Background: an optimization exercise with open tools, aiming at small area. Do not read the settings as production practice.
Only simulation tests tie the RTL to the original design; equivalence was not proved.
Power and IR drop assume default switching activity.

Setup of run 1:
Design iq_top, start of the top module:
module iq_top (
	input  logic                       clk,
	input  logic                       rst,
	input  logic                       flush,
	input  logic [32-1:0]           flush_pc,
	output logic [32-1:0]           icache_addr,
	input  logic                       icache_hit,
	input  logic [32-1:0]           icache_data,
	output logic                       icache_fill,
	output logic [32-1:0]           icache_fill_addr,
	output logic [32-1:0]           icache_fill_data,
	output logic                       mem_req,
	output logic [32-1:0]           mem_addr,
	input  logic                       mem_ok,
	input  logic [32-1:0]           mem_data,
	output logic [12-1:0] bht_index,
	input  logic                       bht_taken,
	input  logic                       rob_full,
	input  logic [3:0]                 rob_tail_tag,
	output logic                       rob_alloc,
	output logic [32-1:0]           rob_pc,
	output logic [32-1:0]           rob_inst,
	output logic [2:0]                 rob_class,
	output logic [4:0]                 rob_dest,
	output logic [32-1:0]           rob_target,
	output logic                       rob_pred_taken,
	input  logic                       rs_free,
	input  logic [2:0]                 rs_free_idx,
	output logic                       rs_alloc,
	output logic [2:0]                 rs_idx,
	output logic [32-1:0]           rs_inst,
	output logic [32-1:0]           rs_pc,
	output logic [32-1:0]           rs_imm,
	output logic [32-1:0]           rs_target,
	output logic [3:0]                 rs_tag,
	input  logic                       slb_full,
	output logic                       slb_alloc,
	output logic [32-1:0]           slb_inst,
	output logic [32-1:0]           slb_pc,
	output logic [32-1:0]           slb_imm,
	output logic [3:0]                 slb_tag,
	output logic                       rename_we,
	output logic [4:0]                 rename_rd,
	output logic [3:0]                 rename_tag
);
Size: roughly 2500 cells after synthesis, ~620 flip-flops, roughly 610 I/O pins, ~0.030 mm² of cells after synthesis.
clock: 7.5 ns
lec_check: 0
cap_margin: 5
core_margin: 2
core_utilization: 65
cts_buf_list: sky130_fd_sc_hd__clkbuf_16
cts_cluster_diameter: 80
cts_cluster_size: 30
slew_margin: 5
standard.sh (not shown) runs the stock make flow with config.mk's settings and CLKGATE_MAP_FILE= SYNTH_SCRIPT=/design/flow/synth_recipe.tcl, a recipe that flattens the netlist after the stock synthesis.
==> flow/flow/run.sh <==
#!/bin/bash
# The standard layout, with every port buffered by the smallest buffer
# (sky130_fd_sc_hd__buf_1) instead of the one buffer_ports picks by itself
set -euo pipefail
bash standard.sh "BUFFER_PORTS_ARGS=-buffer_cell sky130_fd_sc_hd__buf_1" finish > make_finish.log 2>&1
Run 1 closes out successfully: all stages finished, all timing, DRC and antenna checks passed.
Setup changes, run 1 to run 2
- swapping 5 for 20 in CAP_MARGIN
- clearing CTS_BUF_LIST, which used to be sky130_fd_sc_hd__clkbuf_16
- swapping 5 for 20 in SLEW_MARGIN
- clearing CTS_CLUSTER_SIZE, which used to be 30
- swapping 65 for 40 in CORE_UTILIZATION
- clearing CTS_CLUSTER_DIAMETER, which used to be 80
Findings:
- Comparing fraction of met1 tracks used by global routing for run 1 and run 2, the bigger number came from run 1.
- On combinational power: run 2 sits above run 1.
- Sort run 1 and run 2 by cell row count asc -> top: run 1
- In run 2, the total power density per cell area came out 17% above the value in run 1.
- Final cell count was lower in the run labelled run 1.
- On run 2: final setup slack of the worst path is 0.029 ns lower than what run 1 gave.
- [compare] base=run 1 new=run 2: critical path depth dropped 1, all-layer global routing usage down 16 points.
The inputs of run 3 differ from those of run 2 as listed below.
- putting CTS_CLUSTER_SIZE at 40 where nothing was set
- putting CTS_CLUSTER_DIAMETER at 60 where nothing was set
- swapping 40 for 65 in CORE_UTILIZATION
- putting CTS_BUF_LIST at sky130_fd_sc_hd__clkbuf_16 where nothing was set
Run 3 vs run 2: cell area after placement down slightly
Wire length after detailed routing: run 3 vs run 2 down 5.0 mm
Cmp run 3 and run 2 / worst-case setup slack after placement / lower: run 2
From run 2 to run 3 the numbers moved as follows: wire length of the first global-routing pass moved down, total design power moved down, combinational power share moved up, layout clock buffer count moved down.
The total met2 wirelength after detailed routing in run 3 sits 13% below the value recorded for run 2.
Setup changes, run 3 to run 4
- CTS_CLUSTER_SIZE changed from 40 to 16
- CTS_BUF_LIST changed from sky130_fd_sc_hd__clkbuf_16 to sky130_fd_sc_hd__clkbuf_8
- CTS_CLUSTER_DIAMETER changed from 60 to 50
==> comparison <==
- Core utilization ended up 0.63 points lower on run 4 than on run 3.
- Lower power was reported by run 4, not run 3.
- Going from run 3 to run 4, hold slack grows by 0.0059 ns.
- Compared with run 3, in run 4 final instance area now sits lower, area of the die barely changed.
Edits applied to the flow inputs when going from run 4 to run 5:
- a change of CTS_CLUSTER_SIZE from 16 to 30
- a change of CTS_BUF_LIST from sky130_fd_sc_hd__clkbuf_8 to sky130_fd_sc_hd__clkbuf_16
- a change of CTS_CLUSTER_DIAMETER from 50 to 80
--- outcome ---
- In run 5 the sum of internal, switching and leakage power turned out 0.000042 W lower than in run 4.
- Routing usage on met3 on run 5 is down relative to run 4.
- Cell-internal power, run 5 vs run 4: up slightly

[what the ideal ports hide]
How much do the figures lean on ideal ports? The routed layouts below were timed once more, with nothing changed but the port constraints. Step 1, drivers: a clkbuf_16 drives clk and a buf_2 each remaining input, both assumed. Step 2 adds t to the input delays and takes it off the output delays; t is the mean of the earliest and latest rising clock arrival at the registers after step 1. Input paths then give back, and output paths get back, about the clock's delay inside the block. Three values: no drivers, after step 1, after step 2; two values: the first two.
run | t (ns) | setup slack, ns | latest minus earliest clock arrival (ns)
run 1 | 0.702 | 0.254 / 0.190 / 0.387 | 0.044 / 0.044
run 2 | 0.680 | 0.224 / 0.159 / 0.218 | 0.036 / 0.036
run 3 | 0.660 | 0.191 / 0.129 / 0.381 | 0.058 / 0.057
run 4 | 0.786 | 0.144 / 0.086 / 0.402 | 0.071 / 0.072
run 5 | 0.702 | 0.241 / 0.178 / 0.367 | 0.043 / 0.042
After both steps every run listed still meets setup and hold. The setup slack of run 2, which loses most, moves by -0.065 ns with the drivers and by -0.006 ns with both steps.
